Source: an optimization exercise on an open RTL-to-GDS flow (aim: small area and a short achievable clock period). Production flows keep margins and buffers that such runs may drop.
No functional check of the RTL was part of any run shown here.
Power and IR drop assume default switching activity.

**flow/design.v**
```verilog
module awb_gain_est #(
    parameter int ACC_W = 24,
    parameter int CNT_W = 16
) (
    input  logic            clk,
    input  logic            rst,
    input  logic            pix_valid_i,
    input  logic [1:0]      pix_color_i,
    input  logic [7:0]      pix_value_i,
    input  logic            pix_last_i,
    output logic [15:0]     K_R,
    output logic [15:0]     K_G,
    output logic [15:0]     K_B,
    output logic            valid_gain_o,
    output logic            busy_o,
    output logic            overrun_o
);
    localparam int SW = 13;    
    localparam int NW = 6;     
    assign K_G = 16'h0100;
    logic close_w;
    assign close_w = pix_valid_i & pix_last_i;
    logic [2:0] p_hit;      
    logic [7:0] p_val;
    logic       p_ovr;      
    always_ff @(posedge clk) begin
        p_hit[0] <= pix_valid_i & (pix_color_i == 2'd0);
        p_hit[1] <= pix_valid_i & (pix_color_i == 2'd1);
        p_hit[2] <= pix_valid_i & (pix_color_i == 2'd2);
        p_ovr    <= close_w & busy_o;
        p_val    <= pix_value_i;
    end
    logic [5:0] ctr, ctr_nx;
    logic       ld;         
    logic       fresh;      
    logic       last_c;     
    logic       first_c;    
    logic       mul, div;   
    assign ctr_nx = busy_o ? ctr + 6'd1 : 6'd0;
    always_ff @(posedge clk or posedge rst) begin
        if (rst) begin
            busy_o       <= 1'b0;
            ld           <= 1'b0;
            fresh        <= 1'b1;
            overrun_o    <= 1'b0;
            valid_gain_o <= 1'b0;
            last_c       <= 1'b0;
            first_c      <= 1'b0;
            mul          <= 1'b0;
            div          <= 1'b0;
        end else begin
            fresh   <= 1'b0;
            ld      <= last_c;
            first_c <= ~busy_o & close_w;
            last_c  <= busy_o & (ctr == 6'd31);
            mul     <= busy_o & (ctr >= 6'd2) & (ctr <= 6'd17);
            div     <= busy_o & (ctr >= 6'd18) & (ctr <= 6'd31);
            if (close_w & busy_o)
                overrun_o <= 1'b1;
            if (busy_o) begin
                if (last_c) begin
                    busy_o       <= 1'b0;
                    valid_gain_o <= 1'b1;
                end
            end else if (close_w) begin
                busy_o <= 1'b1;
            end
        end
    end
    always_ff @(posedge clk)
        ctr <= ctr_nx;
    logic [SW-1:0] side_s [3];
    logic [NW-1:0] side_n [3];
    for (genvar c = 0; c < 3; c++) begin : g_side
        logic [SW-1:0] ss;
        logic [NW-1:0] sn;
        logic          co_s, co_n;
        awb_bk_add #(SW) u_s (.a(side_s[c]), .b(p_hit[c] ? SW'(p_val) : '0),
                              .ci(1'b0), .s(ss), .co(co_s));
        awb_bk_add #(NW) u_n (.a(side_n[c]), .b('0), .ci(p_hit[c]),
                              .s(sn), .co(co_n));
        always_ff @(posedge clk) begin
            if (first_c | p_ovr) begin
                side_s[c] <= '0;
                side_n[c] <= '0;
            end else begin
                side_s[c] <= ss;
                side_n[c] <= sn;
            end
        end
    end
    logic [23:0] S_R, S_G, S_B;
    logic [15:0] N_R, N_G, N_B;
    logic [23:0] s_nx [3];
    logic [15:0] n_nx [3];
    logic take;           
    logic zap;            
    assign zap  = fresh | (ld & p_ovr);
    assign take = (~busy_o | first_c | ld) & ~zap;
    logic [23:0] s_cur [3];
    logic [15:0] n_cur [3];
    assign s_cur[0] = S_R; assign s_cur[1] = S_G; assign s_cur[2] = S_B;
    assign n_cur[0] = N_R; assign n_cur[1] = N_G; assign n_cur[2] = N_B;
    for (genvar c = 0; c < 3; c++) begin : g_main
        logic [23:0] sb;
        logic [15:0] nb;
        logic        hit, co_s, co_n;
        assign hit = take & p_hit[c];
        assign sb  = zap ? '0 : ld ? 24'(side_s[c]) : s_cur[c];
        assign nb  = zap ? '0 : ld ? 16'(side_n[c]) : n_cur[c];
        awb_bk_add #(24) u_s (.a(sb), .b(hit ? 24'(p_val) : 24'd0), .ci(1'b0),
                              .s(s_nx[c]), .co(co_s));
        awb_bk_add #(16) u_n (.a(nb), .b(16'd0), .ci(hit), .s(n_nx[c]), .co(co_n));
    end
    logic [23:0] P_AR, P_AB, P_BR, P_BB;
    logic [15:0] X_BB;
    logic [24:0] m_br, m_bb;
    awb_bk_add #(24) u_mbr (.a(P_BR), .b(N_G[0] ? S_R : 24'd0), .ci(1'b0),
                            .s(m_br[23:0]), .co(m_br[24]));
    awb_bk_add #(24) u_mbb (.a(P_BB), .b(N_G[0] ? S_B : 24'd0), .ci(1'b0),
                            .s(m_bb[23:0]), .co(m_bb[24]));
    logic [5:0]  E_R, E_B;
    logic [45:0] rem_r, rem_b;
    logic [39:0] d_r, d_b;
    logic [40:0] op_r, op_b, sm_r, sm_b;    
    logic        sg_r, sg_b, co_r, co_b;
    assign rem_r = {E_R, P_AR, N_R};
    assign rem_b = {E_B, P_AB, N_B};
    assign d_r   = {P_BR, N_G};
    assign d_b   = {P_BB, X_BB};
    assign sg_r  = E_R[5];
    assign sg_b  = E_B[5];
    always_comb begin
        op_r = '0;
        op_b = '0;
        if (div) begin
            op_r = {1'b0, d_r} ^ {41{~sg_r}};
            op_b = {1'b0, d_b} ^ {41{~sg_b}};
        end else if (mul) begin
            op_r[35:12] = N_R[0] ? S_G : 24'd0;
            op_b[35:12] = N_B[0] ? S_G : 24'd0;
        end
    end
    awb_bk_add #(41) u_ar (.a(rem_r[44:4]), .b(op_r), .ci(div & ~sg_r),
                           .s(sm_r), .co(co_r));
    awb_bk_add #(41) u_ab (.a(rem_b[44:4]), .b(op_b), .ci(div & ~sg_b),
                           .s(sm_b), .co(co_b));
    always_ff @(posedge clk) begin
        S_G <= s_nx[1];
        if (div) begin
            S_R <= {s_nx[0][23:13], S_R[11:0], ~sm_r[40]};
            S_B <= {s_nx[2][23:13], S_B[11:0], ~sm_b[40]};
        end else begin
            S_R <= s_nx[0];
            S_B <= s_nx[2];
        end
        N_G <= mul ? {m_br[0], N_G[15:1]} : n_nx[1];
        if (mul) begin
            N_R <= {sm_r[12], N_R[15:1]};
            N_B <= {sm_b[12], N_B[15:1]};
        end else if (div) begin
            N_R <= {sm_r[10:0], N_R[3:0], 1'b0};
            N_B <= {sm_b[10:0], N_B[3:0], 1'b0};
        end else begin
            N_R <= n_nx[0];
            N_B <= n_nx[2];
        end
    end
    always_ff @(posedge clk) begin
        if (mul) begin
            P_AR <= sm_r[36:13];
            P_AB <= sm_b[36:13];
            P_BR <= m_br[24:1];
            P_BB <= m_bb[24:1];
            X_BB <= {m_bb[0], X_BB[15:1]};
        end else if (div) begin
            P_AR <= sm_r[34:11];
            P_AB <= sm_b[34:11];
        end else if (~last_c) begin
            P_AR <= '0;
            P_AB <= '0;
            P_BR <= '0;
            P_BB <= '0;
        end
        if (div) begin
            E_R <= sm_r[40:35];
            E_B <= sm_b[40:35];
        end else begin
            E_R <= '0;
            E_B <= '0;
        end
    end
    logic dz_r, dz_b;
    assign dz_r = (d_r == '0);
    assign dz_b = (d_b == '0);
    function automatic logic [11:0] fin(input logic [12:0] q, input logic dz);
        if (dz)
            fin = 12'h100;
        else if (q[12])
            fin = 12'hFFF;
        else
            fin = q[11:0];
    endfunction
    logic [11:0] kr, kb;
    always_ff @(posedge clk or posedge rst) begin
        if (rst) begin
            kr <= 12'h100;
            kb <= 12'h100;
        end else if (last_c) begin
            kr <= fin(S_R[12:0], dz_r);
            kb <= fin(S_B[12:0], dz_b);
        end
    end
    assign K_R = {4'h0, kr};
    assign K_B = {4'h0, kb};
endmodule
module awb_bk_add #(
    parameter int W = 8
) (
    input  logic [W-1:0] a,
    input  logic [W-1:0] b,
    input  logic         ci,
    output logic [W-1:0] s,
    output logic         co
);
    localparam int N = W + 1;           
    localparam int L = $clog2(N);
    logic [W:0] g, p, x;
    always_comb begin
        g[0] = ci;
        p[0] = 1'b0;
        x[0] = 1'b0;
        for (int i = 0; i < W; i++) begin
            g[i+1] = a[i] & b[i];
            p[i+1] = a[i] ^ b[i];
            x[i+1] = a[i] ^ b[i];
        end
        for (int l = 0; l < L; l++)
            for (int i = (2 << l) - 1; i < N; i += (2 << l)) begin
                g[i] = g[i] | (p[i] & g[i - (1 << l)]);
                p[i] = p[i] & p[i - (1 << l)];
            end
        for (int l = L - 2; l >= 0; l--)
            for (int i = (3 << l) - 1; i < N; i += (2 << l)) begin
                g[i] = g[i] | (p[i] & g[i - (1 << l)]);
                p[i] = p[i] & p[i - (1 << l)];
            end
    end
    for (genvar i = 0; i < W; i++) begin : g_s
        assign s[i] = x[i+1] ^ g[i];
    end
    assign co = g[W];
endmodule
```
**flow/flow/run.sh**
```bash
#!/bin/bash
# Standard layout, with repair_timing asked for extra setup slack so the
# achieved period shrinks. Each make target's log lands in orfs/logs.
set -euo pipefail
bash standard.sh SETUP_SLACK_MARGIN=9 finish > make_finish.log 2>&1
```
**flow/standard.sh**
```bash
#!/bin/bash
# synth_recipe.tcl (not shown) runs the flow's synth.tcl, then flattens the netlist and writes it again
# the make line also repeats each setting of config.mk as NAME=value (left out here)
make -C /OpenROAD-flow-scripts/flow DESIGN_CONFIG=/design/flow/config.mk WORK_HOME=/design/flow/orfs CLKGATE_MAP_FILE= SYNTH_SCRIPT=/design/flow/synth_recipe.tcl "${@:-finish}"
```
**flow/config.mk**
```make
export PLATFORM = sky130hd
export DESIGN_NAME = awb_gain_est
export DESIGN_NICKNAME = awb_gain_est
export VERILOG_FILES = /design/flow/design.v
export SDC_FILE = /design/flow/constraint.sdc
export NUM_CORES = 4
export LEC_CHECK = 0
export CAP_MARGIN = 20
export CORE_MARGIN = 2
export CORE_UTILIZATION = 40
export SLEW_MARGIN = 20
```
**flow/constraint.sdc**
```tcl
create_clock -name core_clock -period 13.0 [get_ports {clk}]
set_input_delay 2.6000 -clock core_clock [delete_from_list [all_inputs] [get_ports {clk}]]
set_output_delay 2.6000 -clock core_clock [all_outputs]
set_load 0.01 [all_outputs]
```
==> results of run 1 <==
[cells by family after synthesis]
logic type	after synthesis	share of synthesized area [%]
xor gates and xnor gates	231	8.605
DFF	352	35.46
buffers and inverters	245	4.396
muxes	66	2.954
and+or+nand+nor	774	16.47
AOI/OAI and AO/OA	441	11.97
other	2	0.03194
adders and majority gates	324	20.12
[sequential cells by signal (all words and copies together) (netlist names), 8 cells and up]
| register | count |
|---|---|
| P_AB | 24 |
| side_n | 18 |
| side_s | 39 |
| N_R | 16 |
| N_B | 16 |
| kr | 12 |
| P_BR | 24 |
| S_G | 24 |
| X_BB | 16 |
| N_G | 16 |
| S_R | 24 |
| S_B | 24 |
| kb | 12 |
| p_val | 8 |
| P_BB | 24 |
| P_AR | 24 |
[timing repair]
action | in CTS | in global routing
buffers inserted | 26 | 16
pin swaps | 17 | 29
gates resized for setup | 90 | 63
setup endpoints to repair | 156 | 54
gates cloned | 6 | 3
[cell usage in the layout (no fill, tap or decap), drive strengths merged, types with 64 or more instances in the layout]
cell,count
a21o,91
a21oi,72
and2,155
buf,64
clkbuf,64
dfxtp,207
edfxtp,112
fa,90
ha,234
inv,114
nand2,219
nor2,188
o21ai,146
xnor2,128
xor2,103
[synth_stat cells (9+ instances only)]
| cell | n | share of area (%) |
|---|---|---|
| edfxtp_1 | 112 | 14 |
| xnor2_1 | 128 | 4.8 |
| nand2_1 | 219 | 3.5 |
| a21oi_1 | 72 | 1.5 |
| a21o_1 | 91 | 2.9 |
| o211ai_1 | 12 | 0.38 |
| xor2_1 | 103 | 3.8 |
| nor2_1 | 187 | 3.0 |
| mux2_2 | 23 | 1.1 |
| o21ai_0 | 141 | 3.0 |
| clkbuf_1 | 79 | 1.3 |
| and3_1 | 39 | 1.0 |
| buf_4 | 25 | 0.80 |
| buf_1 | 22 | 0.35 |
| and4_1 | 11 | 0.41 |
| nand3b_1 | 17 | 0.54 |
| inv_1 | 113 | 1.8 |
| o31ai_1 | 9 | 0.29 |
| a22o_1 | 23 | 0.86 |
| fa_1 | 90 | 7.7 |
| mux2i_1 | 42 | 1.8 |
| dfrtp_1 | 30 | 3.2 |
| and2_1 | 155 | 4.1 |
| nand2b_1 | 28 | 0.75 |
| nor4_1 | 23 | 0.61 |
| nor3_1 | 15 | 0.32 |
| nor2b_1 | 11 | 0.29 |
| nand4_1 | 15 | 0.40 |
| ha_1 | 234 | 12 |
| nand3_1 | 27 | 0.57 |
| o22ai_1 | 42 | 1.1 |
| dfxtp_1 | 207 | 18 |
[final cells by class]
cell class | count | area [sq um]
repair buffers | 110 | 1170
diodes | 1 | 2.502
fillers | 5488 | 30920
clock inverters | 18 | 117.6
inverters | 113 | 431.7
multi-input cells | 1864 | 14670
clock buffers | 60 | 1285
flip-flops and latches | 352 | 8361
well taps | 765 | 957.2
[layer usage]
layer,track usage [%],vias to the layer above,wire (um)
met3,3.007,116,3415
li1,-,8476,-
met5,0,-,13
met4,7.300,2,2105
met1,27.29,8703,28000
met2,34.34,463,29940
[worst max-delay path, delay by kind of cell, from the launching register on]
kind / cells / cell delay (ns)
compound gates: 8 / 1.64
mux: 1 / 0.26
xor+xnor: 2 / 0.30
simple gates: 1 / 0.06
buf+inv: 2 / 0.41
flops: 1 / 0.52
fa+ha+maj: 2 / 0.73
[power by group]
group / total, mW / switching, mW / internal [mW]
combinational: 2.14 / 1.22 / 0.920
clock: 1.21 / 0.497 / 0.708
sequential: 1.82 / 0.328 / 1.49
total: 5.17 / 2.05 / 3.12
[worst max-delay path by stage]
stage | start | end | slack [ns] | cells after the start
after global routing | div$_DFF_PP0_ | S_B[0]$_DFF_P_ | 8.84 | 18
after global placement | div$_DFF_PP0_ | S_B[0]$_DFF_P_ | 7.68 | 18
after detailed placement | div$_DFF_PP0_ | S_B[0]$_DFF_P_ | 7.62 | 18
after floorplan | E_B[5]$_SDFF_PN0_ | P_AB[23]$_DFFE_PP_ | 8.90 | 16
final | div$_DFF_PP0_ | S_B[0]$_DFF_P_ | 8.98 | 16
after CTS | div$_DFF_PP0_ | S_B[0]$_DFF_P_ | 8.91 | 20
==> flow_summary.yaml, run 1 <==
setup_path:
  cpPeakStageDelay_ns: 0.52
  r2r_cells: 16
  critPathKind: "register to register"
  cp.required_ns: 13.46
  r2r-end: "S_B[0]$_DFF_P_"
  r2r-start: "div$_DFF_PP0_"
  rrSetupSlack_ns: 8.98
  endpoint_kind: "register"
  path_max_fanout: 11
  cpMostUsedCell: "xnor2_2"
  crit_chain: "inv_8, bufbuf_16, nor2_1, ha_1, a21oi_2, o21ai_1, a221oi_4, o31ai_4, a22o_4, a21oi_4, o31ai_2, a31o_2, fa_2, xnor2_2, xnor2_2, mux2_2"
  startpoint_type: "register"
  critical_path_arrival_ns: 4.48
  crit_slowest_cell: "dfrtp_4"
route:
  num_vias: 17760
  wirelength_um: 63480
  ant_nets: 0
  vias_per_cell: 5.410
  drt_iter0_drc: 982
  first_pass_iters: 5
  route.detailed.drc: 0
  avgRoutedWirePerCell_um: 19.34
clock_network:
  cts_tree: "yes"
  path_clk_slew_ns: 0.06
  postCtsHoldBufs: 0
  cts_buffer_depth: 3
  cts_buffers: 42
  clkSinkCount: 352
  cts_root_buf: "clkbuf_16"
  insertion_delay_ns: 0.58
  htree_levels: 2
timing:
  postLayoutSetupSlackWorst_ns: 8.981
  hold_viol: 0
  period_share_pct: 30.91
  worstMarginPinSlew_ns: 1.145
  slew_viol_final: 0
  timing.fmax_ghz: 0.2488
  fin_skew_ns: 0.02107
  grt_setup_unrepaired: "true"
  relSlewSlack_pct: 23.48
  tns_ns: 0
  min_period_ns: 4.019
  setup_violations: 0
  whs_ns: 0.4582
placed_design:
  place_inst: 3153
  preCtsSetupSlack_ns: 7.615
  port_buffers: 40
  gp_congestion: 0.8308
  hpwl_um: 42670
  dpl_cell_area_sq_um: 24560
pwr:
  ir_drop_uv: 104.0
  power_mw: 5.172
  powerDensity_nw_per_um2: 191.6
  p_leak_nw: 12.77
synthesis:
  syn_inst: 2435
  synth_edf_count: 112
  async_reset_ff_share_pct: 9.375
  synth-seq-area-share_pct: 35.46
  ys_types: 63
  syn_area_sq_um: 23510
  yosys_warnings: 16
  synth_ff_type: "dfxtp_1"
  ys_ff_latch: 352
  syn-mean-instance-area_sq_um: 9.656
global_routing:
  grt_pass1_wl_um: 98400
  grt_usage_pct: 20.64
  grt-ovfl-total: 0
  grt_max_degree: 72
  antenna_found_initial: 2
  grt_pass1_vias: 17980
floorplanning:
  die_area_sq_um: 60730
  die_h_um: 246.4
  rows: 88
  start_util_pct: 40.60
  fp.dieW_um: 246.4
  ios: 65
  coreArea_sq_um: 57920
final_layout:
  final_cells: 3283
  final_area_sq_um: 26990
  fin_util_pct: 46.60
  drive_gt1_share_pct: 10.01
  layout.nets: 2821
  area_growth_pct: 14.80
min_path:
  min_from: "valid_gain_o$_DFFE_PP0P_"
  whs_endpoint: "valid_gain_o$_DFFE_PP0P_"
  whs_path_depth: 1
  min_path_type: "register to register"
flow_run:
  max_cap_viol_count: 0
run_status:
  status: "finished clean"
==> run 2: changes to the inputs <==
--- a/flow/design.v
+++ b/flow/design.v
@@ -36,6 +36,7 @@
     logic       last_c;     
     logic       first_c;    
     logic       mul, div;   
+    logic       mulb;       
     assign ctr_nx = busy_o ? ctr + 6'd1 : 6'd0;
     always_ff @(posedge clk or posedge rst) begin
         if (rst) begin
@@ -47,6 +48,7 @@
             last_c       <= 1'b0;
             first_c      <= 1'b0;
             mul          <= 1'b0;
+            mulb         <= 1'b0;
             div          <= 1'b0;
         end else begin
             fresh   <= 1'b0;
@@ -54,6 +56,7 @@
             first_c <= ~busy_o & close_w;
             last_c  <= busy_o & (ctr == 6'd31);
             mul     <= busy_o & (ctr >= 6'd2) & (ctr <= 6'd17);
+            mulb    <= busy_o & (ctr >= 6'd6) & (ctr <= 6'd17);
             div     <= busy_o & (ctr >= 6'd18) & (ctr <= 6'd31);
             if (close_w & busy_o)
                 overrun_o <= 1'b1;
@@ -112,13 +115,28 @@
                               .s(s_nx[c]), .co(co_s));
         awb_bk_add #(16) u_n (.a(nb), .b(16'd0), .ci(hit), .s(n_nx[c]), .co(co_n));
     end
-    logic [23:0] P_AR, P_AB, P_BR, P_BB;
-    logic [15:0] X_BB;
-    logic [24:0] m_br, m_bb;
-    awb_bk_add #(24) u_mbr (.a(P_BR), .b(N_G[0] ? S_R : 24'd0), .ci(1'b0),
-                            .s(m_br[23:0]), .co(m_br[24]));
-    awb_bk_add #(24) u_mbb (.a(P_BB), .b(N_G[0] ? S_B : 24'd0), .ci(1'b0),
-                            .s(m_bb[23:0]), .co(m_bb[24]));
+    logic [23:0] P_AR, P_AB;
+    logic [15:0] P_BR, P_BB;
+    logic [17:0] t_br, t_bb;
+    logic [16:0] x0_r, x1_r, x2_r, cs_s_r, cs_c_r;
+    logic [16:0] x0_b, x1_b, x2_b, cs_s_b, cs_c_b;
+    assign x0_r = {1'b0, P_BR};
+    assign x1_r = {1'b0, S_R[0] ? N_G : 16'd0};
+    assign x2_r = {S_R[1] ? N_G : 16'd0, 1'b0};
+    assign x0_b = {1'b0, P_BB};
+    assign x1_b = {1'b0, S_B[0] ? N_G : 16'd0};
+    assign x2_b = {S_B[1] ? N_G : 16'd0, 1'b0};
+    assign cs_s_r = x0_r ^ x1_r ^ x2_r;
+    assign cs_c_r = (x0_r & x1_r) | (x0_r & x2_r) | (x1_r & x2_r);
+    assign cs_s_b = x0_b ^ x1_b ^ x2_b;
+    assign cs_c_b = (x0_b & x1_b) | (x0_b & x2_b) | (x1_b & x2_b);
+    logic co_br, co_bb;
+    awb_bk_add #(17) u_mbr (.a({1'b0, cs_s_r[16:1]}), .b(cs_c_r), .ci(1'b0),
+                            .s(t_br[17:1]), .co(co_br));
+    awb_bk_add #(17) u_mbb (.a({1'b0, cs_s_b[16:1]}), .b(cs_c_b), .ci(1'b0),
+                            .s(t_bb[17:1]), .co(co_bb));
+    assign t_br[0] = cs_s_r[0];
+    assign t_bb[0] = cs_s_b[0];
     logic [5:0]  E_R, E_B;
     logic [45:0] rem_r, rem_b;
     logic [39:0] d_r, d_b;
@@ -126,8 +144,8 @@
     logic        sg_r, sg_b, co_r, co_b;
     assign rem_r = {E_R, P_AR, N_R};
     assign rem_b = {E_B, P_AB, N_B};
-    assign d_r   = {P_BR, N_G};
-    assign d_b   = {P_BB, X_BB};
+    assign d_r   = {P_BR, S_R};
+    assign d_b   = {P_BB, S_B};
     assign sg_r  = E_R[5];
     assign sg_b  = E_B[5];
     always_comb begin
@@ -146,15 +164,20 @@
     awb_bk_add #(41) u_ab (.a(rem_b[44:4]), .b(op_b), .ci(div & ~sg_b),
                            .s(sm_b), .co(co_b));
     always_ff @(posedge clk) begin
-        S_G <= s_nx[1];
-        if (div) begin
-            S_R <= {s_nx[0][23:13], S_R[11:0], ~sm_r[40]};
-            S_B <= {s_nx[2][23:13], S_B[11:0], ~sm_b[40]};
+        if (mulb) begin
+            S_R <= {t_br[1:0], S_R[23:2]};
+            S_B <= {t_bb[1:0], S_B[23:2]};
         end else begin
             S_R <= s_nx[0];
             S_B <= s_nx[2];
         end
-        N_G <= mul ? {m_br[0], N_G[15:1]} : n_nx[1];
+        if (div) begin
+            S_G <= {s_nx[1][23:13], S_G[11:0], ~sm_b[40]};
+            N_G <= {n_nx[1][15:13], N_G[11:0], ~sm_r[40]};
+        end else begin
+            S_G <= s_nx[1];
+            N_G <= n_nx[1];
+        end
         if (mul) begin
             N_R <= {sm_r[12], N_R[15:1]};
             N_B <= {sm_b[12], N_B[15:1]};
@@ -170,15 +193,17 @@
         if (mul) begin
             P_AR <= sm_r[36:13];
             P_AB <= sm_b[36:13];
-            P_BR <= m_br[24:1];
-            P_BB <= m_bb[24:1];
-            X_BB <= {m_bb[0], X_BB[15:1]};
         end else if (div) begin
             P_AR <= sm_r[34:11];
             P_AB <= sm_b[34:11];
-        end else if (~last_c) begin
+        end else begin
             P_AR <= '0;
             P_AB <= '0;
+        end
+        if (mulb) begin
+            P_BR <= t_br[17:2];
+            P_BB <= t_bb[17:2];
+        end else if (~div) begin
             P_BR <= '0;
             P_BB <= '0;
         end
@@ -207,8 +232,8 @@
             kr <= 12'h100;
             kb <= 12'h100;
         end else if (last_c) begin
-            kr <= fin(S_R[12:0], dz_r);
-            kb <= fin(S_B[12:0], dz_b);
+            kr <= fin(N_G[12:0], dz_r);
+            kb <= fin(S_G[12:0], dz_b);
         end
     end
     assign K_R = {4'h0, kr};
==> flow_summary.yaml, run 2 <==
run_status:
  status: "finished clean"
timing:
  fin_skew_ns: 0.01326
  worstMarginPinSlew_ns: 0.8430
  min_period_ns: 4.200
  tns_ns: 0
  period_share_pct: 32.31
  hold_viol: 0
  slew_viol_final: 0
  grt_setup_unrepaired: "true"
  setup_violations: 0
  timing.fmax_ghz: 0.2381
  relSlewSlack_pct: 43.80
placed_design:
  place_inst: 3078
  hpwl_um: 41120
  port_buffers: 40
  gp_congestion: 0.8652
clock_network:
  path_clk_slew_ns: 0.06
  postCtsHoldBufs: 0
  cts_buffers: 37
  cts_buffer_depth: 3
  cts_root_buf: "clkbuf_16"
  cts_tree: "yes"
  htree_levels: 2
  insertion_delay_ns: 0.56
  clkSinkCount: 321
synthesis:
  syn_area_sq_um: 22390
  synth_compound_area_share_pct: 11.96
  synth_top_family_by_area: "adder cells"
  yosysTopAreaCell: "dfxtp_1"
  async_reset_ff_share_pct: 10.59
  synth-seq-area-share_pct: 30.90
  yosys-top-cells-area: "dfxtp_1 (23%), ha_1 (12%), fa_1 (10%)"
  yosys.area_share.adder_pct: 22.30
  synthSimpleGateAreaFrac_pct: 17.32
  synth_edf_count: 32
  ys_types: 77
  synth-xor-area-share_pct: 8.722
  synth_ff_type: "dfxtp_1"
  synth_top_area_share_pct: 22.80
  syn_inst: 2387
  syn-mean-instance-area_sq_um: 9.382
  synthMuxAreaShare_pct: 4.213
  synthMostInstantiatedCell: "dfxtp_1"
  yosys_warnings: 17
  ys_ff_latch: 321
  synth_common_cells: "dfxtp_1 (255), ha_1 (220), nand2_1 (206)"
setup_path:
  critPathCapture: "N_G[0]$_DFF_P_"
  critical_path_arrival_ns: 4.65
  cp.required_ns: 13.45
  rrSetupSlack_ns: 8.80
  r2r-end: "N_G[0]$_DFF_P_"
  path_max_fanout: 6
  r2r_cells: 18
  endpoint_kind: "register"
  startpoint_type: "register"
  r2r-start: "div$_DFF_PP0_"
  critPathKind: "register to register"
  worstSetupStartpoint: "div$_DFF_PP0_"
floorplanning:
  rows: 86
  die_h_um: 240.6
  coreArea_sq_um: 55200
  start_util_pct: 40.57
  ios: 65
  die_area_sq_um: 57890
  fp.dieW_um: 240.6
final_layout:
  n_fill_cell: 5167
  seq_area_sq_um: 6957
  largest_reg_flops: 39
  multi_input_area_sq_um: 14910
  drive_gt1_share_pct: 12.02
  area_growth_pct: 15.77
  largest_register: "side_s"
  final_common_cell: "dfxtp_1"
  layout.nets: 2789
  final_cells: 3220
  layout_common_cells: "dfxtp_1 (247), ha_1 (219), nand2_1 (200)"
flow_run:
  max_cap_viol_count: 0
route:
  num_vias: 17310
  vias_per_cell: 5.374
  route.detailed.drc: 0
  ant_nets: 0
  drt_iter0_drc: 935
  first_pass_iters: 5
  wirelength_um: 61380
  avgRoutedWirePerCell_um: 19.06
global_routing:
  grt_usage_pct: 21.36
  antenna_found_initial: 0
  grt-ovfl-total: 0
  grt_pass1_vias: 17260
  grt_max_degree: 63
  grt_pass1_wl_um: 96950
pwr:
  powerDensity_nw_per_um2: 189.4
  ir_drop_uv: 134.8
  p_leak_nw: 12.43
min_path:
  min_path_type: "register to register"
==> run 2: cell count changes after synthesis, sizes merged, moves of 22 or more <==
cell	previous run	this run
nor2	187	163
edfxtp	112	32
dfxtp	207	255
fa	90	112
and2	155	184
xnor2	128	106
==> run 2: layout make-up <==
type                    instances  share of cell area [%]
multi-input cells            1852                   57.52
flip-flops and latches        321                   26.83
repair buffers                133                   5.516
clock buffers                  54                   4.368
well taps                     748                   3.610
inverters                      98                   1.448
clock inverters                13                  0.6998
diodes                          1                0.009652
==> run 2: power breakdown <==
group / internal [mW] / switching [mW]
Combinational: 0.967 / 1.21
Clock: 0.687 / 0.448
Sequential: 1.28 / 0.313
Total: 2.93 / 1.98
==> run 2: metrics by stage <==
stage	hold WS (ns)	total power, mW	setup slack [ns]	util (%)	cell area (sq um)
after floorplan	0.3519	2.980	8.841	-	22620
after global placement	0.4418	3.453	7.791	42.41	23410
after detailed placement	0.4517	3.507	7.724	42.41	23410
after CTS	0.4648	4.805	8.735	46.13	25470
after global routing	0.4904	5.246	8.621	46.96	25920
final	0.4620	4.909	8.800	46.97	25930
==> run 2: logic make-up (layout without fill, tap and decap cells) <==
| logic type | after synthesis | after routing |
|---|---|---|
| simple gates | 761 | 764 |
| compound gates | 419 | 419 |
| fa+ha+maj | 332 | 332 |
| flops | 321 | 321 |
| buf+inv | 240 | 298 |
| xor+xnor | 223 | 223 |
| mux | 89 | 89 |
| other cells | 2 | 26 |
==> run 2: critical path, stage by stage, from the launching register on <==
cell      delay (ns)
dfrtp_4         0.54
inv_8           0.10
and3_4          0.25
nand2_2         0.07
o21ai_2         0.09
ha_1            0.25
a21o_1          0.16
a21o_1          0.19
a211oi_2        0.21
o211ai_1        0.13
a21oi_2         0.15
nand2_2         0.09
a221o_1         0.35
a41o_1          0.25
o41a_1          0.32
fa_2            0.36
xnor2_2         0.15
xnor2_1         0.14
mux2_2          0.26
==> run 2: per-layer routing <==
metal  GRT usage (%)  part of all wire, %  vias up
met5               0                    0        -
met4           6.870                  2.8        0
met3           2.722                  4.5       82
met2           35.59                   48      403
met1           28.77                   45     8561
li1                -                    -     8259
==> run 2: repair_timing <==
item,4_1_cts,5_1_grt
resized for setup,92,60
buffers inserted,41,20
gates cloned,10,2
pin swaps,14,11
setup endpoints to repair,154,54
==> run 2: worst min path at each step <==
stage	depth (start not counted)	slack, ns	end	from
after floorplan	0	0.35	ld$_DFF_PP0_	last_c$_DFF_PP0_
after global placement	1	0.44	valid_gain_o$_DFFE_PP0P_	valid_gain_o$_DFFE_PP0P_
after detailed placement	1	0.45	valid_gain_o$_DFFE_PP0P_	valid_gain_o$_DFFE_PP0P_
after CTS	1	0.46	valid_gain_o$_DFFE_PP0P_	valid_gain_o$_DFFE_PP0P_
after global routing	1	0.49	valid_gain_o$_DFFE_PP0P_	valid_gain_o$_DFFE_PP0P_
final	1	0.46	valid_gain_o$_DFFE_PP0P_	valid_gain_o$_DFFE_PP0P_
==> run 3: changes to the inputs <==
--- a/flow/design.v
+++ b/flow/design.v
@@ -138,12 +138,11 @@
     assign t_br[0] = cs_s_r[0];
     assign t_bb[0] = cs_s_b[0];
     logic [5:0]  E_R, E_B;
-    logic [45:0] rem_r, rem_b;
+    logic [45:0] rem_r, rem_b, op_r, op_b, sm_r, sm_b;
     logic [39:0] d_r, d_b;
-    logic [40:0] op_r, op_b, sm_r, sm_b;    
     logic        sg_r, sg_b, co_r, co_b;
-    assign rem_r = {E_R, P_AR, N_R};
-    assign rem_b = {E_B, P_AB, N_B};
+    assign rem_r = {E_R, N_R, P_AR};
+    assign rem_b = {E_B, N_B, P_AB};
     assign d_r   = {P_BR, S_R};
     assign d_b   = {P_BB, S_B};
     assign sg_r  = E_R[5];
@@ -152,17 +151,19 @@
         op_r = '0;
         op_b = '0;
         if (div) begin
-            op_r = {1'b0, d_r} ^ {41{~sg_r}};
-            op_b = {1'b0, d_b} ^ {41{~sg_b}};
+            op_r = {1'b0, d_r, 5'd0} ^ {46{~sg_r}};
+            op_b = {1'b0, d_b, 5'd0} ^ {46{~sg_b}};
         end else if (mul) begin
-            op_r[35:12] = N_R[0] ? S_G : 24'd0;
-            op_b[35:12] = N_B[0] ? S_G : 24'd0;
-        end
-    end
-    awb_bk_add #(41) u_ar (.a(rem_r[44:4]), .b(op_r), .ci(div & ~sg_r),
+            op_r[23:0] = N_R[15] ? S_G : 24'd0;
+            op_b[23:0] = N_B[15] ? S_G : 24'd0;
+        end
+    end
+    awb_bk_add #(46) u_ar (.a({rem_r[44:0], 1'b0}), .b(op_r), .ci(div & ~sg_r),
                            .s(sm_r), .co(co_r));
-    awb_bk_add #(41) u_ab (.a(rem_b[44:4]), .b(op_b), .ci(div & ~sg_b),
+    awb_bk_add #(46) u_ab (.a({rem_b[44:0], 1'b0}), .b(op_b), .ci(div & ~sg_b),
                            .s(sm_b), .co(co_b));
+    logic cmp;
+    assign cmp = mul | div;
     always_ff @(posedge clk) begin
         if (mulb) begin
             S_R <= {t_br[1:0], S_R[23:2]};
@@ -172,47 +173,26 @@
             S_B <= s_nx[2];
         end
         if (div) begin
-            S_G <= {s_nx[1][23:13], S_G[11:0], ~sm_b[40]};
-            N_G <= {n_nx[1][15:13], N_G[11:0], ~sm_r[40]};
+            S_G <= {s_nx[1][23:13], S_G[11:0], ~sm_b[45]};
+            N_G <= {n_nx[1][15:13], N_G[11:0], ~sm_r[45]};
         end else begin
             S_G <= s_nx[1];
             N_G <= n_nx[1];
         end
-        if (mul) begin
-            N_R <= {sm_r[12], N_R[15:1]};
-            N_B <= {sm_b[12], N_B[15:1]};
-        end else if (div) begin
-            N_R <= {sm_r[10:0], N_R[3:0], 1'b0};
-            N_B <= {sm_b[10:0], N_B[3:0], 1'b0};
-        end else begin
-            N_R <= n_nx[0];
-            N_B <= n_nx[2];
-        end
+        N_R <= cmp ? sm_r[39:24] : n_nx[0];
+        N_B <= cmp ? sm_b[39:24] : n_nx[2];
     end
     always_ff @(posedge clk) begin
-        if (mul) begin
-            P_AR <= sm_r[36:13];
-            P_AB <= sm_b[36:13];
-        end else if (div) begin
-            P_AR <= sm_r[34:11];
-            P_AB <= sm_b[34:11];
-        end else begin
-            P_AR <= '0;
-            P_AB <= '0;
-        end
+        P_AR <= cmp ? sm_r[23:0] : 24'd0;
+        P_AB <= cmp ? sm_b[23:0] : 24'd0;
+        E_R  <= div ? sm_r[45:40] : 6'd0;
+        E_B  <= div ? sm_b[45:40] : 6'd0;
         if (mulb) begin
             P_BR <= t_br[17:2];
             P_BB <= t_bb[17:2];
         end else if (~div) begin
             P_BR <= '0;
             P_BB <= '0;
-        end
-        if (div) begin
-            E_R <= sm_r[40:35];
-            E_B <= sm_b[40:35];
-        end else begin
-            E_R <= '0;
-            E_B <= '0;
         end
     end
     logic dz_r, dz_b;
==> flow_summary.yaml, run 3 <==
run_status:
  status: "finished clean"
timing:
  relSlewSlack_pct: 37.50
  period_share_pct: 31.49
  worstMarginPinSlew_ns: 0.9353
  setup_violations: 0
  slew_viol_final: 0
  timing.fmax_ghz: 0.2443
  grt_setup_unrepaired: "true"
  min_period_ns: 4.094
  fin_skew_ns: 0.03005
  hold_viol: 0
  tns_ns: 0
synthesis:
  ys_types: 82
  yosys-top-cells-area: "dfxtp_1 (23%), ha_1 (13%), fa_1 (10%)"
  yosys_warnings: 17
  async_reset_ff_share_pct: 10.59
  syn-mean-instance-area_sq_um: 9.713
  syn_inst: 2335
  synth-seq-area-share_pct: 30.51
  synth_ff_type: "dfxtp_1"
  synth_edf_count: 32
  yosysTopAreaCell: "dfxtp_1"
  ys_ff_latch: 321
  synth_common_cells: "dfxtp_1 (255), and2_1 (238), ha_1 (234)"
  synthMostInstantiatedCell: "dfxtp_1"
  synth_top_area_share_pct: 22.51
  syn_area_sq_um: 22680
placed_design:
  dpl_cell_area_sq_um: 23720
  port_buffers: 40
  hpwl_um: 41910
  gp_congestion: 0.8436
pwr:
  p_int_mw: 3.170
  p_clk_share_pct: 21.9
  sequentialPowerShare_pct: 31.2
  p_sw_mw: 2.097
  powerDensity_nw_per_um2: 199.6
  ir_drop_uv: 127.1
  swShare_pct: 39.81
  p_leak_nw: 12.67
  power_mw: 5.267
  pwr-share-comb_pct: 46.8
final_layout:
  largest_register: "side_s"
  layout.nets: 2768
  final_common_cell: "dfxtp_1"
  layout_common_cells: "dfxtp_1 (245), and2_1 (235), ha_1 (226)"
  drive_gt1_share_pct: 13.26
  n_fill_cell: 5324
  largest_reg_flops: 39
  area_growth_pct: 16.31
  final_area_sq_um: 26380
clock_network:
  htree_levels: 2
  cts_buffers: 39
  cts_tree: "yes"
  clkSinkCount: 321
  path_clk_slew_ns: 0.06
  cts_buffer_depth: 3
  insertion_delay_ns: 0.58
  cts_root_buf: "clkbuf_16"
setup_path:
  endpoint_kind: "register"
  crit_chain: "buf_8, buf_12, a22o_1, ha_4, and4_4, and3_1, nand4b_1, a2111oi_4, o2111ai_2, nand2_2, a31oi_4, o41ai_2, a21o_1, fa_2, and2_1"
  path_max_fanout: 10
  critPathKind: "register to register"
  critical_path_arrival_ns: 4.54
  worst-path-buf-inv: 2
  startpoint_type: "register"
  path_delay_family: "compound AO/OA/AOI/OAI gates"
  crit_slowest_cell: "dfrtp_4"
  cp.required_ns: 13.44
  cpPeakStageDelay_ns: 0.54
flow_run:
  max_cap_viol_count: 0
route:
  route.detailed.drc: 0
  ant_nets: 0
  avgRoutedWirePerCell_um: 19.10
  first_pass_iters: 5
  vias_per_cell: 5.261
  wirelength_um: 61040
  num_vias: 16810
  drt_iter0_drc: 810
floorplanning:
  rows: 87
  die_h_um: 242.1
  ios: 65
  coreArea_sq_um: 56170
  fp.dieW_um: 242.1
  start_util_pct: 40.38
  die_area_sq_um: 58620
min_path:
  min_path_type: "register to register"
global_routing:
  antenna_found_initial: 0
  grt_max_degree: 76
  grt_pass1_wl_um: 95830
  grt_usage_pct: 20.57
  grt_pass1_vias: 17140
  grt-ovfl-total: 0
run 3: cell count changes after synthesis, sizes merged, moves of 16 or more:
cell   previous run  this run
a21o             73       102
xnor2           106       152
and2            184       238
o21ai           138        65
xor2            117        77
o22ai            43        22
nand2           206       122
nor2            163       179
run 3: final timing paths:
path	from	endpoint	slack, ns	cells past startpoint
max	div$_DFF_PP0_	E_R[3]$_SDFF_PN0_	8.91	15
min	valid_gain_o$_DFFE_PP0P_	valid_gain_o$_DFFE_PP0P_	0.46	1
max reg2reg	div$_DFF_PP0_	E_R[3]$_SDFF_PN0_	8.91	15
min reg2reg	valid_gain_o$_DFFE_PP0P_	valid_gain_o$_DFFE_PP0P_	0.46	1
max in group asynchronous	rst	ld$_DFF_PP0_	10.05	3
min in group asynchronous	rst	div$_DFF_PP0_	2.49	3
run 3: per-layer routing:
metal / GRT usage, % / part of all wire, % / vias up
li1: - / - / 8099
met1: 27.72 / 47 / 8327
met2: 34.53 / 47 / 312
met3: 2.969 / 3.9 / 76
met4: 5.447 / 2.3 / 0
met5: 0 / 0 / -
run 3: cell families (layout without fill, tap and decap cells):
| family | after synthesis | count (layout) | share of synthesized area (%) |
|---|---|---|---|
| adders and majority gates | 348 | 348 | 22.97 |
| other | 2 | 29 | 0.03311 |
| DFF | 321 | 321 | 30.51 |
| muxes | 98 | 98 | 4.618 |
| and+or+nand+nor | 749 | 753 | 17.72 |
| AOI/OAI and AO/OA | 359 | 359 | 10.98 |
| xor gates and xnor gates | 229 | 229 | 8.844 |
| buffers and inverters | 229 | 303 | 4.320 |
run 3: area by class of cell:
type                            instances  area [sq um]  area share [%]
Multi-Input combinational cell       1812         15390           58.33
Sequential cell                       321          6963           26.40
Timing Repair Buffer                  130          1341           5.085
Clock buffer                           54          1166           4.421
Tap cell                              756         945.9           3.586
Inverter                              102         387.9           1.470
Clock inverter                         17         177.7          0.6735
Antenna cell                            4         10.01         0.03795
run 3: metrics by stage:
| step | hold WS [ns] | setup WS [ns] | std cells | utilization, % |
|---|---|---|---|---|
| finish | 0.4552 | 8.906 | 3196 | 46.96 |
| global route | 0.4812 | 8.835 | 3192 | 46.95 |
| detailed placement | 0.4474 | 7.789 | 3046 | 42.23 |
| CTS | 0.4575 | 8.835 | 3162 | 45.85 |
| floorplan | 0.3519 | 8.961 | 2358 | - |
| global placement | 0.4447 | 7.907 | 3046 | 42.23 |
run 3: power by group through the flow:
stage	clock, mW	sequential (mW)	combinational, mW
after global routing	1.22	1.69	2.76
final	1.16	1.64	2.47
after global placement	0	1.67	2.04
after floorplan	0	1.51	1.72
after CTS	1.18	1.64	2.29
after detailed placement	0	1.68	2.11
run 3: what timing repair did:
item	CTS	global route
hold buffers	0	0
setup buffers	37	25
cloned	8	5
hold endpoints to repair	0	0
resized for setup	97	78
setup endpoints to repair	154	49
pin swaps	22	54
==> run 4: changes to the inputs <==
==> flow/flow/run.sh (replaced) <==
#!/bin/bash
# Standard layout, with repair_timing asked for extra setup slack so the
# achieved period shrinks. Each make target's log lands in orfs/logs.
set -euo pipefail
bash standard.sh SETUP_SLACK_MARGIN=8.7 finish > make_finish.log 2>&1
==> flow_summary.yaml, run 4 <==
run_status:
  status: "finished clean"
timing:
  setup_violations: 0
  relSlewSlack_pct: 34.46
  min_period_ns: 4.262
  fin_skew_ns: 0.01962
  period_share_pct: 32.78
  worstMarginPinSlew_ns: 0.9741
  timing.fmax_ghz: 0.2346
  slew_viol_final: 0
  hold_viol: 0
  tns_ns: 0
  grt_setup_unrepaired: "true"
clock_network:
  cts_buffers: 38
  cts_tree: "yes"
  postCtsHoldBufs: 0
  htree_levels: 2
  clkSinkCount: 321
  cts_root_buf: "clkbuf_16"
  cts_buffer_depth: 3
  insertion_delay_ns: 0.57
  path_clk_slew_ns: 0.06
final_layout:
  largest_reg_flops: 39
  final_common_cell: "dfxtp_1"
  area_growth_pct: 13.17
  drive_gt1_share_pct: 9.619
  layout_common_cells: "dfxtp_1 (246), and2_1 (238), ha_1 (233)"
  n_fill_cell: 5355
  layout.nets: 2724
  largest_register: "side_s"
global_routing:
  grt-ovfl-total: 0
  antenna_found_initial: 1
  grt_usage_pct: 20.26
  grt_max_degree: 76
  grt_pass1_wl_um: 94610
  grt_pass1_vias: 17020
floorplanning:
  start_util_pct: 40.38
  coreArea_sq_um: 56170
  fp.dieW_um: 242.1
  die_h_um: 242.1
  rows: 87
  ios: 65
  die_area_sq_um: 58620
setup_path:
  path_depth: 1
  crit_slowest_cell: "clkdlybuf4s50_1"
  r2r_cells: 15
  critPathKind: "register to output pin"
  crit_chain: "clkdlybuf4s50_1"
  path_delay_family: "buffers and inverters"
  r2r-start: "div$_DFF_PP0_"
  startpoint_type: "register"
  critPathCapture: "busy_o"
  worstSetupStartpoint: "busy_o$_DFF_PP0_"
  cp.required_ns: 10.40
  worst-path-buf-inv: 1
  rrSetupSlack_ns: 8.81
  r2r-end: "E_R[3]$_SDFF_PN0_"
  endpoint_kind: "output pin"
  path_max_fanout: 13
  critical_path_arrival_ns: 1.66
  cpPeakStageDelay_ns: 0.59
route:
  wirelength_um: 59680
  avgRoutedWirePerCell_um: 18.95
  route.detailed.drc: 0
  vias_per_cell: 5.262
  first_pass_iters: 5
  drt_iter0_drc: 860
  num_vias: 16570
  ant_nets: 0
synthesis:
  synth-seq-area-share_pct: 30.51
  ys_ff_latch: 321
  syn_area_sq_um: 22680
  yosys-top-cells-area: "dfxtp_1 (23%), ha_1 (13%), fa_1 (10%)"
  synthMostInstantiatedCell: "dfxtp_1"
  yosysTopAreaCell: "dfxtp_1"
  syn_inst: 2335
  synth_common_cells: "dfxtp_1 (255), and2_1 (238), ha_1 (234)"
  async_reset_ff_share_pct: 10.59
  synth_edf_count: 32
  synth_ff_type: "dfxtp_1"
  ys_types: 82
  syn-mean-instance-area_sq_um: 9.713
  yosys_warnings: 17
  synth_top_area_share_pct: 22.51
pwr:
  powerDensity_nw_per_um2: 197.6
  ir_drop_uv: 99.05
  p_leak_nw: 12.24
  power_mw: 5.072
placed_design:
  hpwl_um: 42240
  gp_congestion: 0.8611
  port_buffers: 40
min_path:
  min_path_type: "register to register"
  whs_path_depth: 1
flow_run:
  max_cap_viol_count: 0
## run 4: changes by cell type in the layout (fill, tap and decap cells not counted), moves of 6 or more
cell	delta
buf_4	-30
clkdlybuf4s50_1	+27
dlygate4sd2_1	-25
a21oi_2	-11
a21oi_1	+10
fa_1	+10
fa_2	-10
o21ai_0	+8
ha_1	+7
ha_4	-6
## run 4: metal layers
| layer | global-route usage, % | share of wire, % |
|---|---|---|
| met1 | 27.90 | 47 |
| met2 | 33.72 | 47 |
| met3 | 2.138 | 3.9 |
| met4 | 5.683 | 2.5 |
| met5 | 0 | 0 |
## run 4: logic make-up after synthesis
group                    after synthesis  synth area share [%]
AO/OA/AOI/OAI                        359                 10.98
adder cells (fa/ha/maj)              348                 22.97
other                                  2               0.03311
AND/OR/NAND/NOR                      749                 17.72
flip-flops                           321                 30.51
buffers and inverters                229                 4.320
XOR/XNOR                             229                 8.844
multiplexers                          98                 4.618
## run 4: final cells by class
class / instances / area (sq um) / share of cell area [%]
Multi-Input combinational cell: 1811 / 15110 / 58.86
Sequential cell: 321 / 6964 / 27.13
Clock buffer: 53 / 1131 / 4.407
Tap cell: 756 / 945.9 / 3.685
Timing Repair Buffer: 88 / 938.4 / 3.656
Inverter: 102 / 385.4 / 1.501
Clock inverter: 16 / 188.9 / 0.7361
Antenna cell: 2 / 5.005 / 0.01950
## run 4: how the worst min path moves through the flow
stage / endpoint / startpoint / slack, ns
2_1_floorplan: ld$_DFF_PP0_ / last_c$_DFF_PP0_ / 0.35
3_3_place_gp: valid_gain_o$_DFFE_PP0P_ / valid_gain_o$_DFFE_PP0P_ / 0.44
3_5_place_dp: valid_gain_o$_DFFE_PP0P_ / valid_gain_o$_DFFE_PP0P_ / 0.44
4_1_cts: valid_gain_o$_DFFE_PP0P_ / valid_gain_o$_DFFE_PP0P_ / 0.47
5_1_grt: valid_gain_o$_DFFE_PP0P_ / valid_gain_o$_DFFE_PP0P_ / 0.48
6_report: valid_gain_o$_DFFE_PP0P_ / valid_gain_o$_DFFE_PP0P_ / 0.46
## run 4: per-stage QoR
stage | setup slack [ns] | hold WS (ns) | instance area, sq um | util [%] | cells
after floorplan | 8.737 | 0.3519 | 22790 | - | 2358
after global placement | 7.553 | 0.4394 | 23700 | 42.19 | 3046
after detailed placement | 7.428 | 0.4435 | 23700 | 42.19 | 3046
after CTS | 8.725 | 0.4672 | 25330 | 45.09 | 3128
after global routing | 8.621 | 0.4812 | 25660 | 45.69 | 3147
final | 8.738 | 0.4621 | 25670 | 45.69 | 3149
## run 4: report_power, final
part           switching, mW  internal (mW)  total (mW)
logic                   1.23           1.06        2.29
clock network          0.451          0.688        1.14
registers              0.334           1.31        1.64
## run 4: timing repair
item                       4_1_cts  5_1_grt
cloned                           4        2
setup buffers                    9       17
gates resized for setup         39       33
hold endpoints to repair         0        0
pin swaps                        1       11
setup endpoints to repair      117       36
==> run 5: changes to the inputs <==
==> flow/flow/run.sh (replaced) <==
#!/bin/bash
# Standard layout, with repair_timing asked for extra setup slack so the
# achieved period shrinks. Each make target's log lands in orfs/logs.
set -euo pipefail
bash standard.sh SETUP_SLACK_MARGIN=9.3 finish > make_finish.log 2>&1
==> flow_summary.yaml, run 5 <==
run_status:
  status: "finished clean"
placed_design:
  gp_congestion: 0.8429
  hpwl_um: 42050
  port_buffers: 40
setup_path:
  critical_path_arrival_ns: 4.46
  cpPeakStageDelay_ns: 0.53
  cp.required_ns: 13.47
  crit_chain: "buf_16, and3b_4, a22o_1, ha_4, a21o_1, a21o_1, a221oi_4, a2111oi_4, o2111ai_2, nand2_2, buf_6, buf_6, a21o_1, a21o_1, fa_2, mux2_4"
  path_delay_family: "compound AO/OA/AOI/OAI gates"
  rrSetupSlack_ns: 9.00
  worst-path-buf-inv: 3
  endpoint_kind: "register"
  crit_slowest_cell: "dfrtp_4"
  path_max_fanout: 6
  r2r-end: "N_R[13]$_DFF_P_"
  startpoint_type: "register"
  path_depth: 16
  r2r-start: "div$_DFF_PP0_"
  critPathKind: "register to register"
  cpMostUsedCell: "a21o_1"
  r2r_cells: 16
final_layout:
  largest_reg_flops: 39
  area_growth_pct: 19.58
  layout.nets: 2825
  largest_register: "side_s"
  diodes: 0
  final_common_cell: "dfxtp_1"
  drive_gt1_share_pct: 17.96
  n_fill_cell: 5228
  multi_input_area_sq_um: 15710
  layout_common_cells: "dfxtp_1 (244), and2_1 (231), ha_1 (217)"
  seq_area_sq_um: 6972
  fin_util_pct: 48.28
global_routing:
  grt-ovfl-total: 0
  grt_pass1_wl_um: 98950
  grt_max_degree: 86
  antenna_found_initial: 2
  grt_usage_pct: 21.20
  grt_pass1_vias: 17680
timing:
  grt_setup_unrepaired: "true"
  tns_ns: 0
  setup_violations: 0
  timing.fmax_ghz: 0.2501
  hold_viol: 0
  worstMarginPinSlew_ns: 1.016
  slew_viol_final: 0
  fin_skew_ns: 0.02413
  min_period_ns: 3.999
  relSlewSlack_pct: 32.29
  period_share_pct: 30.76
synthesis:
  syn_inst: 2335
  synth_common_cells: "dfxtp_1 (255), and2_1 (238), ha_1 (234)"
  synth_ff_type: "dfxtp_1"
  async_reset_ff_share_pct: 10.59
  yosys-top-cells-area: "dfxtp_1 (23%), ha_1 (13%), fa_1 (10%)"
  syn-mean-instance-area_sq_um: 9.713
  ys_ff_latch: 321
  synth_top_area_share_pct: 22.51
  ys_types: 82
  synth-seq-area-share_pct: 30.51
  synth_edf_count: 32
  syn_area_sq_um: 22680
  yosys_warnings: 17
  synthMostInstantiatedCell: "dfxtp_1"
  yosysTopAreaCell: "dfxtp_1"
min_path:
  whs_path_depth: 1
  min_from: "overrun_o$_DFFE_PP0P_"
  min_path_type: "register to register"
  whs_endpoint: "overrun_o$_DFFE_PP0P_"
clock_network:
  cts_buffer_depth: 3
  postCtsHoldBufs: 0
  path_clk_slew_ns: 0.06
  cts_tree: "yes"
  insertion_delay_ns: 0.58
  cts_root_buf: "clkbuf_16"
  htree_levels: 2
  cts_buffers: 40
  clkSinkCount: 321
route:
  num_vias: 17140
  wirelength_um: 62130
  first_pass_iters: 5
  drt_iter0_drc: 1046
  route.detailed.drc: 0
  ant_nets: 0
  vias_per_cell: 5.273
  avgRoutedWirePerCell_um: 19.12
floorplanning:
  ios: 65
  rows: 87
  start_util_pct: 40.38
  die_area_sq_um: 58620
  coreArea_sq_um: 56170
  die_h_um: 242.1
  fp.dieW_um: 242.1
pwr:
  powerDensity_nw_per_um2: 198.9
  p_leak_nw: 12.95
  power_mw: 5.394
  ir_drop_uv: 138.6
flow_run:
  max_cap_viol_count: 0
[run 5: worst max-delay path by stage]
stage	startpoint	to	slack, ns
5_1_grt	div$_DFF_PP0_	N_R[13]$_DFF_P_	8.89
3_3_place_gp	div$_DFF_PP0_	E_R[3]$_SDFF_PN0_	7.49
4_1_cts	div$_DFF_PP0_	E_R[3]$_SDFF_PN0_	8.89
2_1_floorplan	ld$_DFF_PP0_	S_B[21]$_DFF_P_	9.06
6_report	div$_DFF_PP0_	N_R[13]$_DFF_P_	9.00
3_5_place_dp	div$_DFF_PP0_	E_R[3]$_SDFF_PN0_	7.44
[run 5: cell families after synthesis]
family / Yosys count / synth area share (%)
simple gates: 749 / 17.72
compound gates: 359 / 10.98
fa+ha+maj: 348 / 22.97
flops: 321 / 30.51
xor+xnor: 229 / 8.844
buf+inv: 229 / 4.320
mux: 98 / 4.618
other cells: 2 / 0.03311
[run 5: final cells by class]
type	count	area share [%]
timing repair buffer	185	6.602
inverter	102	1.439
clock inverter	13	0.4567
multi-input combinational	1813	57.93
tap	756	3.488
clock buffer	60	4.378
sequential	321	25.71
[run 5: per-layer routing]
layer	up-vias	part of all wire, %	global-route usage, %
li1	8215	-	-
met1	8430	45	27.78
met3	114	4.6	3.024
met2	377	47	35.78
met4	0	3.5	7.298
met5	-	0	0
[run 5: timing repair]
| item | 4_1_cts | 5_1_grt |
|---|---|---|
| pin swaps | 76 | 45 |
| setup buffers | 90 | 29 |
| gates cloned | 10 | 2 |
| resized for setup | 248 | 59 |
| endpoints found under the setup margin | 176 | 99 |
[run 5: where the power goes]
| part | switching, mW | internal, mW | leakage, nW | total (mW) |
|---|---|---|---|---|
| Combinational | 1.36 | 1.27 | 9.38 | 2.63 |
| Sequential | 0.319 | 1.31 | 2.91 | 1.63 |
| Clock | 0.467 | 0.671 | 0.655 | 1.14 |
[run 5: through the flow]
stage / setup WS [ns] / std cells / instance area, sq um / hold slack [ns]
after floorplan: 9.061 / 2358 / 23030 / 0.3519
after global placement: 7.495 / 3045 / 23860 / 0.4410
after detailed placement: 7.444 / 3046 / 23890 / 0.4533
after CTS: 8.886 / 3219 / 26600 / 0.4646
after global routing: 8.890 / 3250 / 27120 / 0.4970
final: 9.001 / 3250 / 27120 / 0.4758
==> run 6: changes to the inputs <==
==> flow/flow/run.sh (replaced) <==
#!/bin/bash
# Standard layout, with repair_timing asked for extra setup slack so the
# achieved period shrinks. Each make target's log lands in orfs/logs.
set -euo pipefail
bash standard.sh SETUP_SLACK_MARGIN=9 finish > make_finish.log 2>&1
--- a/flow/config.mk
+++ b/flow/config.mk
@@ -7,5 +7,6 @@
 export LEC_CHECK = 0
 export CAP_MARGIN = 20
 export CORE_MARGIN = 2
-export CORE_UTILIZATION = 40
+export CORE_UTILIZATION = 65
+export PLACE_DENSITY = 0.75
 export SLEW_MARGIN = 20
==> flow_summary.yaml, run 6 <==
run_status:
  status: "finished clean"
final_layout:
  final_common_cell: "dfxtp_1"
  layout.nets: 2771
  final_cells: 2894
  largest_register: "side_s"
  area_growth_pct: 14.08
  drive_gt1_share_pct: 13.16
  layout_common_cells: "dfxtp_1 (244), and2_1 (238), ha_1 (223)"
  diodes: 0
  largest_reg_flops: 39
timing:
  fin_skew_ns: 0.02865
  grt_setup_unrepaired: "true"
  hold_viol: 0
  tns_ns: 0
  worstMarginPinSlew_ns: 1.023
  slew_viol_final: 0
  setup_violations: 0
  timing.fmax_ghz: 0.2437
  relSlewSlack_pct: 31.64
  period_share_pct: 31.56
  min_period_ns: 4.103
pwr:
  pwr-share-comb_pct: 47.6
  ir_drop_uv: 153.1
  p_int_mw: 3.112
  p_sw_mw: 2.128
  p_clk_share_pct: 20.6
  powerDensity_nw_per_um2: 202.5
  p_leak_nw: 12.61
  swShare_pct: 40.62
  sequentialPowerShare_pct: 31.8
route:
  vias_per_cell: 6.002
  avgRoutedWirePerCell_um: 20.62
  wl_met3_um: 4526
  ant_nets: 0
  drt_iter0_drc: 1255
  num_vias: 17370
  wirelength_um: 59680
  route.met2.wl_um: 26960
  route.detailed.drc: 0
  first_pass_iters: 6
  wl_met1_um: 26040
  highest_layer: "met5"
clock_network:
  path_clk_slew_ns: 0.06
  cts_buffer_depth: 3
  htree_levels: 2
  cts_tree: "yes"
  cts_root_buf: "clkbuf_16"
  insertion_delay_ns: 0.57
  postCtsHoldBufs: 0
  clkSinkCount: 321
  cts_buffers: 39
synthesis:
  syn_inst: 2335
  synthMostInstantiatedCell: "dfxtp_1"
  async_reset_ff_share_pct: 10.59
  synth_ff_type: "dfxtp_1"
  synth_common_cells: "dfxtp_1 (255), and2_1 (238), ha_1 (234)"
  syn-mean-instance-area_sq_um: 9.713
  synth-seq-area-share_pct: 30.51
  yosys_warnings: 17
  synth_top_area_share_pct: 22.51
  yosys-top-cells-area: "dfxtp_1 (23%), ha_1 (13%), fa_1 (10%)"
  yosysTopAreaCell: "dfxtp_1"
  syn_area_sq_um: 22680
  ys_ff_latch: 321
  ys_types: 82
  synth_edf_count: 32
global_routing:
  grt_pass1_vias: 17270
  grt_usage_pct: 32.95
  grt-ovfl-total: 0
  grt_max_degree: 72
  antenna_found_initial: 1
  grt_pass1_wl_um: 93470
floorplanning:
  die_area_sq_um: 36400
  fp.dieW_um: 190.8
  ios: 65
  coreArea_sq_um: 34460
  start_util_pct: 65.82
  die_h_um: 190.8
  rows: 68
setup_path:
  cpPeakStageDelay_ns: 0.55
  path_max_fanout: 6
  critical_path_arrival_ns: 4.56
  critPathKind: "register to register"
  endpoint_kind: "register"
  cp.required_ns: 13.46
  startpoint_type: "register"
  crit_slowest_cell: "dfrtp_4"
  crit_chain: "buf_16, and3b_4, a22o_1, ha_4, and4_4, and3_1, nand4b_1, a2111oi_4, o2111ai_2, nand2_2, a31oi_4, o41ai_2, a21o_1, fa_2, and2_1"
placed_design:
  gp_congestion: 0.8996
  place_inst: 2741
  hpwl_um: 40050
  port_buffers: 40
min_path:
  min_path_type: "register to register"
flow_run:
  max_cap_viol_count: 0
run 6: cell count changes in the layout (fill, tap and decap cells not counted), moves of 7 or more:
cell and change:
and2_1 +7, and2_4 -7, buf_2 -19, buf_4 -38
buf_6 -17, dlygate4sd2_1 +27, fa_1 +16, fa_2 -16
o21ai_0 +11, o21ai_1 -7
run 6: area by class of cell:
cell class	instances	area (sq um)
Clock inverter	14	87.58
Sequential cell	321	6967
Tap cell	455	569.3
Inverter	102	385.4
Fill cell	2444	8586
Timing Repair Buffer	132	1310
Multi-Input combinational cell	1813	15390
Clock buffer	57	1166
run 6: critical path, delay by kind of cell (launching register included):
kind / cells / cell delay (ns)
simple gates: 6 / 1.30
compound gates: 6 / 1.38
buf+inv: 1 / 0.17
fa+ha+maj: 2 / 0.58
flops: 1 / 0.55
run 6: stage by stage:
step | utilization, % | total power [mW] | cell area, sq um | worst slack [ns] | hold WS (ns)
after floorplan | - | 3.230 | 22840 | 8.961 | 0.3519
after global placement | 67.64 | 3.693 | 23310 | 7.308 | 0.4415
after detailed placement | 67.64 | 3.788 | 23310 | 7.214 | 0.4547
after CTS | 73.64 | 5.082 | 25370 | 8.887 | 0.4659
after global routing | 75.08 | 5.590 | 25870 | 8.806 | 0.4799
final | 75.08 | 5.240 | 25870 | 8.897 | 0.4550
run 6: power groups by stage:
stage,sequential (mW),clock [mW],combinational (mW)
final,1.67,1.08,2.49
after CTS,1.66,1.09,2.33
after detailed placement,1.69,0,2.10
after global placement,1.68,0,2.01
after floorplan,1.51,0,1.72
after global routing,1.70,1.12,2.77
run 6: what timing repair did:
action                                  in CTS  in global routing
gates resized for setup                    104                 48
endpoints found under the setup margin     174                 46
pin swaps                                   20                 44
setup buffers                               41                 30
gates cloned                                 9                  2
run 6: logic make-up (layout without fill, tap and decap cells):
group / after synthesis / after routing / share of synthesized area, %
AOI/OAI and AO/OA: 359 / 359 / 10.98
xor gates and xnor gates: 229 / 229 / 8.844
adders and majority gates: 348 / 348 / 22.97
buffers and inverters: 229 / 305 / 4.320
DFF: 321 / 321 / 30.51
muxes: 98 / 98 / 4.618
other: 2 / 25 / 0.03311
and+or+nand+nor: 749 / 754 / 17.72
run 6: worst paths after layout:
path | slack, ns | from | end | cells after the start
min reg2reg | 0.46 | valid_gain_o$_DFFE_PP0P_ | valid_gain_o$_DFFE_PP0P_ | 1
max reg2reg | 8.90 | div$_DFF_PP0_ | E_R[3]$_SDFF_PN0_ | 15
max in group asynchronous | 10.13 | rst | busy_o$_DFF_PP0_ | 3
min in group asynchronous | 2.46 | rst | kb[6]$_DFFE_PP0P_ | 3
min | 0.46 | valid_gain_o$_DFFE_PP0P_ | valid_gain_o$_DFFE_PP0P_ | 1
max | 8.90 | div$_DFF_PP0_ | E_R[3]$_SDFF_PN0_ | 15
run 6: layer usage:
metal  track usage (%)  vias to the layer above
met5                 0                        -
met4             12.55                        2
met3             5.944                      114
met2             50.99                      627
met1             45.96                     8514
li1                  -                     8114
==> run 7: changes to the inputs <==
--- a/flow/config.mk
+++ b/flow/config.mk
@@ -7,6 +7,7 @@
 export LEC_CHECK = 0
 export CAP_MARGIN = 20
 export CORE_MARGIN = 2
-export CORE_UTILIZATION = 65
-export PLACE_DENSITY = 0.75
+export CORE_UTILIZATION = 40
+export CTS_CLUSTER_DIAMETER = 70
+export CTS_CLUSTER_SIZE = 22
 export SLEW_MARGIN = 20
==> flow_summary.yaml, run 7 <==
synthesis:
  yosys_warnings: 17
  syn-mean-instance-area_sq_um: 9.713
  ys_types: 82
  synth_edf_count: 32
  synth_top_area_share_pct: 22.51
  yosys-top-cells-area: "dfxtp_1 (23%), ha_1 (13%), fa_1 (10%)"
  synthMostInstantiatedCell: "dfxtp_1"
  syn_inst: 2335
  syn_area_sq_um: 22680
  synth-seq-area-share_pct: 30.51
  synth_common_cells: "dfxtp_1 (255), and2_1 (238), ha_1 (234)"
  synth_ff_type: "dfxtp_1"
  ys_ff_latch: 321
  yosysTopAreaCell: "dfxtp_1"
  async_reset_ff_share_pct: 10.59
final_layout:
  layout.nets: 2757
  final_common_cell: "dfxtp_1"
  largest_register: "side_s"
  drive_gt1_share_pct: 12.51
  layout_common_cells: "dfxtp_1 (245), and2_1 (238), ha_1 (225)"
  largest_reg_flops: 39
  area_growth_pct: 14.72
setup_path:
  cp.required_ns: 13.47
  cpPeakStageDelay_ns: 0.54
  crit_chain: "buf_8, buf_12, a22o_4, ha_4, and4_4, and3_4, nand4b_1, a2111oi_4, buf_4, buf_4, nor2_4, o21bai_1, a21o_1, a21o_1, fa_1, mux2_2"
  critPathKind: "register to register"
  endpoint_kind: "register"
  crit_slowest_cell: "dfrtp_4"
  critical_path_arrival_ns: 4.56
  startpoint_type: "register"
  path_max_fanout: 10
route:
  first_pass_iters: 5
  route.detailed.drc: 0
  avgRoutedWirePerCell_um: 18.99
  ant_nets: 0
  vias_per_cell: 5.267
  drt_iter0_drc: 920
  num_vias: 16720
  wirelength_um: 60300
floorplanning:
  die_h_um: 242.1
  coreArea_sq_um: 56170
  ios: 65
  rows: 87
  start_util_pct: 40.38
  die_area_sq_um: 58620
  fp.dieW_um: 242.1
global_routing:
  grt_max_degree: 76
  grt_usage_pct: 20.14
  grt_pass1_wl_um: 94630
  grt-ovfl-total: 0
  antenna_found_initial: 0
  grt_pass1_vias: 16950
flow_run:
  max_cap_viol_count: 0
placed_design:
  preCtsSetupSlack_ns: 7.789
  gp_congestion: 0.8436
  hpwl_um: 41910
  port_buffers: 40
timing:
  setup_violations: 0
  grt_setup_unrepaired: "true"
  postLayoutSetupSlackWorst_ns: 8.903
  fin_skew_ns: 0.01969
  period_share_pct: 31.52
  min_period_ns: 4.097
  hold_viol: 0
  timing.fmax_ghz: 0.2441
  relSlewSlack_pct: 37.30
  worstMarginPinSlew_ns: 0.9383
  tns_ns: 0
  slew_viol_final: 0
min_path:
  min_path_type: "register to register"
clock_network:
  cts_root_buf: "clkbuf_16"
  insertion_delay_ns: 0.58
  path_clk_slew_ns: 0.08
  htree_levels: 1
  cts_buffer_depth: 3
  cts_tree: "yes"
  clkSinkCount: 321
  cts_buffers: 27
run_status:
  status: "finished clean"
pwr:
  ir_drop_uv: 124.8
  powerDensity_nw_per_um2: 190.5
  p_leak_nw: 12.48
run 7: cell counts after synthesis:
No cell type changed its count.
run 7: critical path, delay by kind of cell, from the launching register on:
kind / cells / cell delay (ns)
AO/OA/AOI/OAI: 5 / 1.21
adder cells (fa/ha/maj): 2 / 0.68
AND/OR/NAND/NOR: 4 / 0.67
buffers and inverters: 4 / 0.62
flip-flops: 1 / 0.54
multiplexers: 1 / 0.26
run 7: cells by family (layout without fill, tap and decap cells):
family / Yosys count / after routing / synth area share, %
AND/OR/NAND/NOR: 749 / 753 / 17.72
AO/OA/AOI/OAI: 359 / 359 / 10.98
adder cells (fa/ha/maj): 348 / 348 / 22.97
flip-flops: 321 / 321 / 30.51
XOR/XNOR: 229 / 229 / 8.844
buffers and inverters: 229 / 282 / 4.320
multiplexers: 98 / 98 / 4.618
other: 2 / 29 / 0.03311
run 7: worst paths after layout:
kind | startpoint | endpoint | slack, ns | depth (start not counted)
worst max-delay path | div$_DFF_PP0_ | N_R[9]$_DFF_P_ | 8.90 | 16
min in group asynchronous | rst | kb[5]$_DFFE_PP0P_ | 2.48 | 3
worst max register to register | div$_DFF_PP0_ | N_R[9]$_DFF_P_ | 8.90 | 16
max in group asynchronous | rst | div$_DFF_PP0_ | 10.09 | 3
worst min-delay path | valid_gain_o$_DFFE_PP0P_ | valid_gain_o$_DFFE_PP0P_ | 0.46 | 1
worst min register to register | valid_gain_o$_DFFE_PP0P_ | valid_gain_o$_DFFE_PP0P_ | 0.46 | 1
run 7: layout make-up:
cell class,instances,area [sq um]
well taps,756,945.9
clock buffers,33,718.2
flip-flops and latches,321,6963
inverters,102,385.4
diodes,4,10.01
clock inverters,16,214.0
fillers,5326,30150
repair buffers,131,1375
multi-input cells,1812,15410
run 7: repair_timing:
item                                    4_1_cts  5_1_grt
endpoints found under the setup margin      154       47
hold endpoints to repair                      0        0
hold buffers                                  0        0
pin swaps                                    18       47
resized for setup                            94       81
buffers inserted                             32       31
cloned                                        8        5
run 7: metal layers:
metal	GRT usage, %	vias to the layer above	share of wire [%]
met4	5.392	0	2.7
met5	0	-	0
met1	27.63	8285	47
met2	33.87	304	47
met3	1.983	80	4.0
li1	-	8055	-
run 7: power breakdown:
| group | leakage (nW) | internal (mW) | switching [mW] |
|---|---|---|---|
| logic | 9.12 | 1.16 | 1.28 |
| clock network | 0.445 | 0.436 | 0.440 |
| registers | 2.91 | 1.30 | 0.332 |
run 7: per-stage QoR:
step	total power, mW	util [%]	instances	hold WS [ns]	area, sq um
after floorplan	3.230	-	2358	0.3519	22840
after global placement	3.717	42.23	3046	0.4447	23720
after detailed placement	3.791	42.23	3046	0.4474	23720
after CTS	4.817	45.03	3135	0.4612	25290
after global routing	5.355	46.30	3171	0.4851	26010
final	4.955	46.32	3175	0.4594	26020

Check on run 7: ideal ports give 8.903 ns setup slack; a clkbuf_16 on the clock port and buf_2 on the inputs give 8.903 ns; moving port delays by the midpoint clock arrival (0.629 ns) as well gives 8.903 ns.
